Source: an optimization exercise on an open RTL-to-GDS flow (aim: a short achievable clock period and few clock cycles). Production flows keep margins and buffers that such runs may drop.
RTL that was checked went through simulation tests only; none was proved equivalent to the original.

Setup of lane 1:
==> flow/design.v <==
package mips_isa_pkg;
	localparam int data_w     = 32;
	localparam int reg_addr_w = 5;
	localparam int imm_w      = 16;
	localparam int jidx_w     = 26;   
	localparam logic [data_w-1:0] pc_step  = 32'd4;
	localparam logic [data_w-1:0] reset_pc = 32'h0000_0000;
	typedef enum logic [5:0] {
		RTYPE = 6'b000000,
		J     = 6'b000010,
		BEQ   = 6'b000100,
		BNE   = 6'b000101,
		ADDI  = 6'b001000,
		ADDIU = 6'b001001,
		LW    = 6'b100011,
		SW    = 6'b101011
	} opcode_t;
	typedef enum logic [5:0] {
		ADD  = 6'b100000,
		ADDU = 6'b100001,
		SUB  = 6'b100010,
		SUBU = 6'b100011,
		AND  = 6'b100100,
		OR   = 6'b100101,
		SLT  = 6'b101010
	} funct_t;   
endpackage
package mips_pipe_pkg;
	typedef enum logic [2:0] {
		ALU_ADD,
		ALU_SUB,
		ALU_AND,
		ALU_OR,
		ALU_SLT
	} alu_op_t;
	typedef enum logic [1:0] {
		FWD_NONE,
		FWD_WB,
		FWD_MEM
	} fwd_sel_t;
	typedef struct packed {
		logic    regwrite;
		logic    memtoreg;
		logic    memwrite;
		logic    memread;     
		logic    branch;
		logic    branch_ne;   
		logic    jump;
		logic    alusrc;      
		logic    regdst;      
		alu_op_t alu_op;
	} ctrl_t;
	localparam ctrl_t ctrl_bubble = 12'd0;
endpackage
`timescale 1ns/10ps
module register_file (
	input  logic        clk,
	input  logic [4:0]  rd_addr_a,
	input  logic [4:0]  rd_addr_b,
	output logic [31:0] rd_data_a,
	output logic [31:0] rd_data_b,
	input  logic [4:0]  wr_addr,    
	input  logic [31:0] wr_data
);
	logic [31:0] regs [32];
	always_ff @(posedge clk) begin
		if (wr_addr != 5'd0)
			regs[wr_addr] <= wr_data;
	end
	always_comb begin
		if (rd_addr_a == 5'd0)
			rd_data_a = 32'd0;
		else if (wr_addr == rd_addr_a)
			rd_data_a = wr_data;
		else
			rd_data_a = regs[rd_addr_a];
	end
	always_comb begin
		if (rd_addr_b == 5'd0)
			rd_data_b = 32'd0;
		else if (wr_addr == rd_addr_b)
			rd_data_b = wr_data;
		else
			rd_data_b = regs[rd_addr_b];
	end
endmodule
`timescale 1ns/10ps
module ks_add #(
	parameter int W = 32
) (
	input  logic [W-1:0] a,
	input  logic [W-1:0] b,
	input  logic         cin,
	output logic [W-1:0] s,
	output logic         cout
);
	localparam int L = (W > 16) ? 5 : (W > 8) ? 4 : (W > 4) ? 3 : (W > 2) ? 2 : 1;   
	logic [W-1:0] p;
	logic [W-1:0] g [L+1];
	logic [W-1:0] q [L+1];   
	assign p    = a ^ b;
	assign g[0] = (a & b) | {{(W-1){1'b0}}, p[0] & cin};
	assign q[0] = {p[W-1:1], 1'b0};   
	for (genvar l = 0; l < L; l++) begin : g_lvl
		for (genvar i = 0; i < W; i++) begin : g_bit
			if (i >= (1 << l)) begin : g_op
				assign g[l+1][i] = g[l][i] | (q[l][i] & g[l][i-(1<<l)]);
				assign q[l+1][i] = q[l][i] & q[l][i-(1<<l)];
			end else begin : g_pass
				assign g[l+1][i] = g[l][i];
				assign q[l+1][i] = q[l][i];
			end
		end
	end
	assign s    = p ^ {g[L][W-2:0], cin};
	assign cout = g[L][W-1];
endmodule
`timescale 1ns/10ps
module mips_core (
	input  logic        clk,
	input  logic        rst,
	output logic [31:0] pc,
	input  logic [31:0] instr,
	output logic        memwrite,
	output logic [31:0] memaddr,
	output logic [31:0] memwritedata,
	input  logic [31:0] memreaddata
);
	logic        ex_br;         
	logic        ex_nk;         
	logic        ex_pred;
	logic [31:0] ex_pc4;        
	logic [15:0] ex_off;        
	logic        ex_load;
	logic        ex_store;
	logic [4:0]  ex_dst;
	logic        ex_sub;        
	logic        ex_op_and;
	logic        ex_op_or;
	logic        ex_op_slt;
	logic        ex_op_add;     
	logic [31:0] ex_a;          
	logic [31:0] ex_b;          
	logic [31:0] ex_sd;         
	logic        ex_sa_mem, ex_sb_mem, ex_ss_mem;   
	logic        ex_kill;       
	logic [31:0] mem_res;
	logic [31:0] mem_res_n;     
	logic [31:0] mem_sd;
	logic        mem_store;
	logic        mem_load;
	logic [4:0]  mem_dst;
	logic [31:0] wb_val;
	logic [4:0]  wb_dst;
	logic        stall;
	logic        mispredict;
	logic [31:0] pc4;
	logic [5:0]  f_op;
	logic        f_j;
	logic        f_br;
	logic        f_bpred;
	logic [15:0] f_lo;
	logic        f_c;
	logic [13:0] f_hi;
	logic [31:0] f_btarget;
	logic [31:0] f_jtarget;
	logic [13:0] pc_hi_inc;
	logic [13:0] pc_hi_dec;
	logic        f_use_bt;
	logic [31:0] f_other;
	logic [31:0] f_next;
	assign f_op = instr[31:26];
	assign f_j  = f_op == 6'b000010;
	assign f_br = f_op[5:1] == 5'b00010;
	assign f_bpred = (instr[25:21] == instr[20:16]) ? !f_op[0] : (instr[15] || f_op[0]);
	ks_add #(.W(30)) f_inc (
		.a    (pc[31:2]),
		.b    (30'd0),
		.cin  (1'b1),
		.s    (pc4[31:2]),
		.cout ()
	);
	assign pc4[1:0] = pc[1:0];
	ks_add #(.W(16)) f_add (
		.a    (pc[17:2]),
		.b    (instr[15:0]),
		.cin  (1'b1),
		.s    (f_lo),
		.cout (f_c)
	);
	ks_add #(.W(14)) f_hinc (
		.a    (pc[31:18]),
		.b    (14'd0),
		.cin  (1'b1),
		.s    (pc_hi_inc),
		.cout ()
	);
	ks_add #(.W(14)) f_dec (
		.a    (pc[31:18]),
		.b    (14'h3fff),
		.cin  (1'b0),
		.s    (pc_hi_dec),
		.cout ()
	);
	assign f_hi      = f_c ? (instr[15] ? pc[31:18] : pc_hi_inc) : (instr[15] ? pc_hi_dec : pc[31:18]);
	assign f_btarget = {f_hi, f_lo, pc[1:0]};
	assign f_jtarget = {pc4[31:28], instr[25:0], 2'b00};
	always_comb begin
		if (stall)
			f_other = pc;
		else if (f_j)
			f_other = f_jtarget;
		else
			f_other = pc4;
	end
	assign f_use_bt = !stall && !f_j && f_br && f_bpred;
	assign f_next   = f_use_bt ? f_btarget : f_other;
	always_ff @(posedge clk) begin
		if (rst)
			pc <= 32'd0;
		else
			pc <= mispredict ? x_alt : f_next;
	end
	logic [5:0]  d_op;
	logic [5:0]  d_fn;
	logic [4:0]  d_rs, d_rt, d_rd;
	logic        d_rtype, d_addi, d_load, d_store, d_br;
	logic        d_fadd, d_fsub, d_fand, d_for, d_fslt;
	logic [4:0]  d_dst;
	logic        d_use_rs, d_use_rt;
	logic [31:0] d_ra, d_rb;
	assign d_op = instr[31:26];
	assign d_fn = instr[5:0];
	assign d_rs = instr[25:21];
	assign d_rt = instr[20:16];
	assign d_rd = instr[15:11];
	assign d_rtype = d_op == 6'b000000;
	assign d_addi  = d_op[5:1] == 5'b00100;
	assign d_load  = d_op == 6'b100011;
	assign d_store = d_op == 6'b101011;
	assign d_br    = d_op[5:1] == 5'b00010;
	assign d_fadd  = d_rtype && d_fn[5:1] == 5'b10000;
	assign d_fsub  = d_rtype && d_fn[5:1] == 5'b10001;
	assign d_fand  = d_rtype && d_fn == 6'b100100;
	assign d_for   = d_rtype && d_fn == 6'b100101;
	assign d_fslt  = d_rtype && d_fn == 6'b101010;
	always_comb begin
		if (d_fadd || d_fsub || d_fand || d_for || d_fslt)
			d_dst = d_rd;
		else if (d_addi || d_load)
			d_dst = d_rt;
		else
			d_dst = 5'd0;
	end
	assign d_use_rs = d_rtype || d_addi || d_load || d_store || d_br;
	assign d_use_rt = d_rtype || d_store || d_br;
	assign stall = ex_load && !ex_kill && ex_dst != 5'd0 &&
		((d_use_rs && ex_dst == d_rs) || (d_use_rt && ex_dst == d_rt));
	register_file rf0 (
		.clk       (clk),
		.rd_addr_a (d_rs),
		.rd_addr_b (d_rt),
		.rd_data_a (d_ra),
		.rd_data_b (d_rb),
		.wr_addr   (wb_dst),
		.wr_data   (wb_val)
	);
	always_ff @(posedge clk) begin
		if (rst || stall) begin
			ex_br    <= 1'b0;
			ex_load  <= 1'b0;
			ex_store <= 1'b0;
			ex_dst   <= 5'd0;
		end else begin
			ex_br    <= d_br;
			ex_load  <= d_load;
			ex_store <= d_store;
			ex_dst   <= d_dst;
		end
	end
	always_ff @(posedge clk) begin
		if (rst)
			ex_kill <= 1'b0;
		else
			ex_kill <= mispredict;
	end
	logic        d_sub, d_alusrc;
	logic        d_fa_mem, d_fa_wb, d_fb_mem, d_fb_wb;
	logic [31:0] d_wb_next, d_a, d_b;
	assign d_sub     = d_fsub || d_fslt;
	assign d_alusrc  = !d_rtype && !d_br;
	assign d_fa_mem  = d_rs != 5'd0 && !ex_kill && ex_dst == d_rs;
	assign d_fa_wb   = d_rs != 5'd0 && mem_dst == d_rs;
	assign d_fb_mem  = d_rt != 5'd0 && !ex_kill && ex_dst == d_rt;
	assign d_fb_wb   = d_rt != 5'd0 && mem_dst == d_rt;
	assign d_wb_next = mem_load ? memreaddata : mem_res;
	assign d_a       = d_fa_wb ? d_wb_next : d_ra;
	assign d_b       = d_fb_wb ? d_wb_next : d_rb;
	always_ff @(posedge clk) begin
		ex_nk     <= d_op[0] ^ f_bpred;
		ex_pred   <= f_bpred;
		ex_pc4    <= pc4;
		ex_off    <= instr[15:0];
		ex_sub    <= d_sub;
		ex_op_and <= d_fand;
		ex_op_or  <= d_for;
		ex_op_slt <= d_fslt;
		ex_op_add <= !(d_fand || d_for || d_fslt);
		ex_a      <= d_a;
		ex_b      <= d_alusrc ? {{16{instr[15]}}, instr[15:0]} : d_sub ? ~d_b : d_b;
		ex_sd     <= d_b;
		ex_sa_mem <= d_fa_mem;
		ex_sb_mem <= !d_alusrc && d_fb_mem;
		ex_ss_mem <= d_fb_mem;
	end
	logic [31:0] x_a, x_b, x_sd, x_sum, x_other, x_res, x_mem_b;
	logic        x_cout, x_slt;
	assign x_mem_b = ex_sub ? mem_res_n : mem_res;
	assign x_a     = ex_sa_mem ? mem_res : ex_a;
	assign x_b     = ex_sb_mem ? x_mem_b : ex_b;
	assign x_sd    = ex_ss_mem ? mem_res : ex_sd;
	ks_add #(.W(32)) x_add (
		.a    (x_a),
		.b    (x_b),
		.cin  (ex_sub),
		.s    (x_sum),
		.cout (x_cout)
	);
	assign x_slt = x_a[31] ^ x_b[31] ^ x_cout;
	assign x_other = ({32{ex_op_and}} & (x_a & x_b)) | ({32{ex_op_or}} & (x_a | x_b)) |
	                 {31'd0, ex_op_slt & x_slt};
	assign x_res   = ex_op_add ? x_sum : x_other;
	logic [31:0] x_btarget, x_alt;
	ks_add #(.W(30)) x_badd (
		.a    (ex_pc4[31:2]),
		.b    ({{14{ex_off[15]}}, ex_off}),
		.cin  (1'b0),
		.s    (x_btarget[31:2]),
		.cout ()
	);
	assign x_btarget[1:0] = ex_pc4[1:0];
	assign x_alt          = ex_pred ? ex_pc4 : x_btarget;
	assign mispredict = ex_br && !ex_kill && ((x_a == x_b) != ex_nk);
	always_ff @(posedge clk) begin
		if (rst) begin
			mem_store <= 1'b0;
			mem_load  <= 1'b0;
			mem_dst   <= 5'd0;
		end else begin
			mem_store <= ex_store && !ex_kill;
			mem_load  <= ex_load && !ex_kill;
			mem_dst   <= ex_kill ? 5'd0 : ex_dst;
		end
	end
	always_ff @(posedge clk) begin
		mem_res   <= x_res;
		mem_res_n <= ~x_res;
		mem_sd    <= x_sd;
	end
	assign memwrite     = mem_store;
	assign memaddr      = mem_res;
	assign memwritedata = mem_sd;
	always_ff @(posedge clk) begin
		if (rst)
			wb_dst <= 5'd0;
		else
			wb_dst <= mem_dst;
	end
	always_ff @(posedge clk) begin
		wb_val <= mem_load ? memreaddata : mem_res;
	end
endmodule
export LEC_CHECK = 0
export CAP_MARGIN = 20
export CORE_MARGIN = 2
export CORE_UTILIZATION = 60
export SLEW_MARGIN = 20
create_clock -name core_clock -period 9.0 [get_ports {clk}]
standard.sh (not shown) runs the stock make flow with config.mk's settings and CLKGATE_MAP_FILE= SYNTH_SCRIPT=/design/flow/synth_recipe.tcl, a recipe that flattens the netlist after the stock synthesis.
==> flow/flow/run.sh <==
#!/bin/bash
set -euo pipefail
bash standard.sh SETUP_SLACK_MARGIN=6 TNS_END_PERCENT=100 finish > standard.log 2>&1
Testbench counts of lane 1, summed over its fixed seeds: cycles 26,129.
Relative to lane 1, the following input files were edited for lane 2:
-- flow/design.v --
<<< lane 1, line 142
	logic [31:0] ex_a;          
	logic [31:0] ex_b;          
	logic [31:0] ex_sd;         
	logic        ex_sa_mem, ex_sb_mem, ex_ss_mem;   
>>> lane 2, line 142
	logic [31:0] ex_a;          
	logic [31:0] ex_b;          
	logic [31:0] ex_bn;         
	logic [31:0] ex_imm;
	logic        ex_alusrc;
	logic [31:0] ex_sd;         
	logic        ex_sa_mem, ex_sb_mem, ex_ss_mem;   
<<< lane 1, line 160
	logic        f_br;
	logic        f_bpred;
	logic [15:0] f_lo;
	logic        f_c;
	logic [13:0] f_hi;
	logic [31:0] f_btarget;
	logic [31:0] f_jtarget;
	logic [13:0] pc_hi_inc;
	logic [13:0] pc_hi_dec;
	logic        f_use_bt;
	logic [31:0] f_other;
>>> lane 2, line 163
	logic        f_br;
	logic        f_bpred;
	logic [7:0]  f_lo;
	logic        f_c;
	logic        f_short;       
	logic        f_take;        
	logic [31:0] f_jtarget;
	logic [21:0] pc_hi_inc;
	logic [21:0] pc_hi_dec;
	logic        f_use_bt;
	logic [31:0] f_other;
<<< lane 1, line 182
	);
	assign pc4[1:0] = pc[1:0];
	ks_add #(.W(16)) f_add (
		.a    (pc[17:2]),
		.b    (instr[15:0]),
		.cin  (1'b1),
		.s    (f_lo),
		.cout (f_c)
	);
	ks_add #(.W(14)) f_hinc (
		.a    (pc[31:18]),
		.b    (14'd0),
		.cin  (1'b1),
		.s    (pc_hi_inc),
		.cout ()
	);
	ks_add #(.W(14)) f_dec (
		.a    (pc[31:18]),
		.b    (14'h3fff),
		.cin  (1'b0),
		.s    (pc_hi_dec),
		.cout ()
	);
	assign f_hi      = f_c ? (instr[15] ? pc[31:18] : pc_hi_inc) : (instr[15] ? pc_hi_dec : pc[31:18]);
	assign f_btarget = {f_hi, f_lo, pc[1:0]};
	assign f_jtarget = {pc4[31:28], instr[25:0], 2'b00};
	always_comb begin
>>> lane 2, line 185
	);
	assign pc4[1:0] = pc[1:0];
	ks_add #(.W(8)) f_add (
		.a    (pc[9:2]),
		.b    (instr[7:0]),
		.cin  (1'b1),
		.s    (f_lo),
		.cout (f_c)
	);
	ks_add #(.W(22)) f_hinc (
		.a    (pc[31:10]),
		.b    (22'd0),
		.cin  (1'b1),
		.s    (pc_hi_inc),
		.cout ()
	);
	ks_add #(.W(22)) f_dec (
		.a    (pc[31:10]),
		.b    (22'h3fffff),
		.cin  (1'b0),
		.s    (pc_hi_dec),
		.cout ()
	);
	assign f_short = (instr[15:7] == 9'h000) || (instr[15:7] == 9'h1ff);
	assign f_take  = f_bpred && f_short;
	assign f_jtarget = {pc4[31:28], instr[25:0], 2'b00};
	always_comb begin
<<< lane 1, line 214
			f_other = pc4;
	end
	assign f_use_bt = !stall && !f_j && f_br && f_bpred;
	assign f_next   = f_use_bt ? f_btarget : f_other;
	always_ff @(posedge clk) begin
		if (rst)
>>> lane 2, line 217
			f_other = pc4;
	end
	assign f_use_bt = !stall && !f_j && f_br && f_take;
	logic [21:0] f_next_hi1, f_next_hi0;
	assign f_next_hi1 = f_use_bt ? (instr[7] ? pc[31:10] : pc_hi_inc) : f_other[31:10];
	assign f_next_hi0 = f_use_bt ? (instr[7] ? pc_hi_dec : pc[31:10]) : f_other[31:10];
	assign f_next     = {f_c ? f_next_hi1 : f_next_hi0,
	                     f_use_bt ? f_lo : f_other[9:2], pc[1:0]};
	always_ff @(posedge clk) begin
		if (rst)
<<< lane 1, line 298
	assign d_b       = d_fb_wb ? d_wb_next : d_rb;
	always_ff @(posedge clk) begin
		ex_nk     <= d_op[0] ^ f_bpred;
		ex_pred   <= f_bpred;
		ex_pc4    <= pc4;
		ex_off    <= instr[15:0];
>>> lane 2, line 305
	assign d_b       = d_fb_wb ? d_wb_next : d_rb;
	always_ff @(posedge clk) begin
		ex_nk     <= d_op[0] ^ f_take;
		ex_pred   <= f_take;
		ex_pc4    <= pc4;
		ex_off    <= instr[15:0];
<<< lane 1, line 308
		ex_op_add <= !(d_fand || d_for || d_fslt);
		ex_a      <= d_a;
		ex_b      <= d_alusrc ? {{16{instr[15]}}, instr[15:0]} : d_sub ? ~d_b : d_b;
		ex_sd     <= d_b;
		ex_sa_mem <= d_fa_mem;
>>> lane 2, line 315
		ex_op_add <= !(d_fand || d_for || d_fslt);
		ex_a      <= d_a;
		ex_b      <= d_b;
		ex_bn     <= ~d_b;
		ex_imm    <= {{16{instr[15]}}, instr[15:0]};
		ex_alusrc <= d_alusrc;
		ex_sd     <= d_b;
		ex_sa_mem <= d_fa_mem;
<<< lane 1, line 314
		ex_ss_mem <= d_fb_mem;
	end
	logic [31:0] x_a, x_b, x_sd, x_sum, x_other, x_res, x_mem_b;
	logic        x_cout, x_slt;
	assign x_mem_b = ex_sub ? mem_res_n : mem_res;
	assign x_a     = ex_sa_mem ? mem_res : ex_a;
	assign x_b     = ex_sb_mem ? x_mem_b : ex_b;
	assign x_sd    = ex_ss_mem ? mem_res : ex_sd;
	ks_add #(.W(32)) x_add (
>>> lane 2, line 324
		ex_ss_mem <= d_fb_mem;
	end
	logic [31:0] x_a, x_b, x_sd, x_sum, x_other, x_res, x_mem_b, x_b_reg;
	logic        x_cout, x_slt;
	assign x_mem_b = ex_sub ? mem_res_n : mem_res;
	assign x_a     = ex_sa_mem ? mem_res : ex_a;
	assign x_b_reg = ex_alusrc ? ex_imm : ex_sub ? ex_bn : ex_b;
	assign x_b     = ex_sb_mem ? x_mem_b : x_b_reg;
	assign x_sd    = ex_ss_mem ? mem_res : ex_sd;
	ks_add #(.W(32)) x_add (
==> summary.txt <==
Max-slew violation count: lane 2 vs lane 1 identical. Lane 2 supports a higher top clock frequency than lane 1. Lane 1 and lane 2 ended up with roughly the same sequential share of layout area. The critical path depth in lane 2 sits 5 above the value recorded for lane 1. In lane 2, the total routed wirelength came out about 4% above the value in lane 1. Global-route track usage on met1, lane 1 and lane 2, lower one = lane 1. From lane 1 to lane 2 the numbers moved as follows: hold slack moved up; post-synth design cell area lower. Wire length of the first global-routing pass in lane 2 is about 4% above lane 1. Re count of TritonRoute iterations in the first routing pass: lane 2 is 3 up on lane 1. On number of non-clock buffers in the layout, the higher figure sits with lane 1, not lane 2. Synthesized cell count | lane 2 above lane 1.
The RTL of lane 2 was laid out without a check of its function.

[static timing again, ports no longer ideal]
Ports are ideal in the flow. The routed layouts listed here were re-timed in OpenROAD.
Step 1: set_driving_cell puts a clkbuf_16 on clk and a buf_2 on each other input, an assumption about the parent block.
Step 2 times the ports against the registers' clock, not the clock port: input delays grow and output delays shrink by t, the midpoint of the rising clock arrivals with the driver on.
Slacks: ideal / step 1 / step 2; pairs: ideal / step 1.
run | t, ns | setup WS [ns] | worst hold slack (ns) | worst register clock-pin slew, ns | worst slew at a driven data input, ns
lane 1 | 0.847 | 5.152 / 4.953 / 4.107 | 0.441 / 0.441 / 0.441 | 0.07 / 0.07 | 0.54
lane 2 | 0.839 | 5.204 / 5.032 / 4.193 | 0.444 / 0.444 / 0.444 | 0.06 / 0.06 | 0.43
After both steps every run listed still meets setup and hold. For lane 1, which loses most, drivers alone change the setup slack by -0.199 ns; drivers and shift together by -1.045 ns.
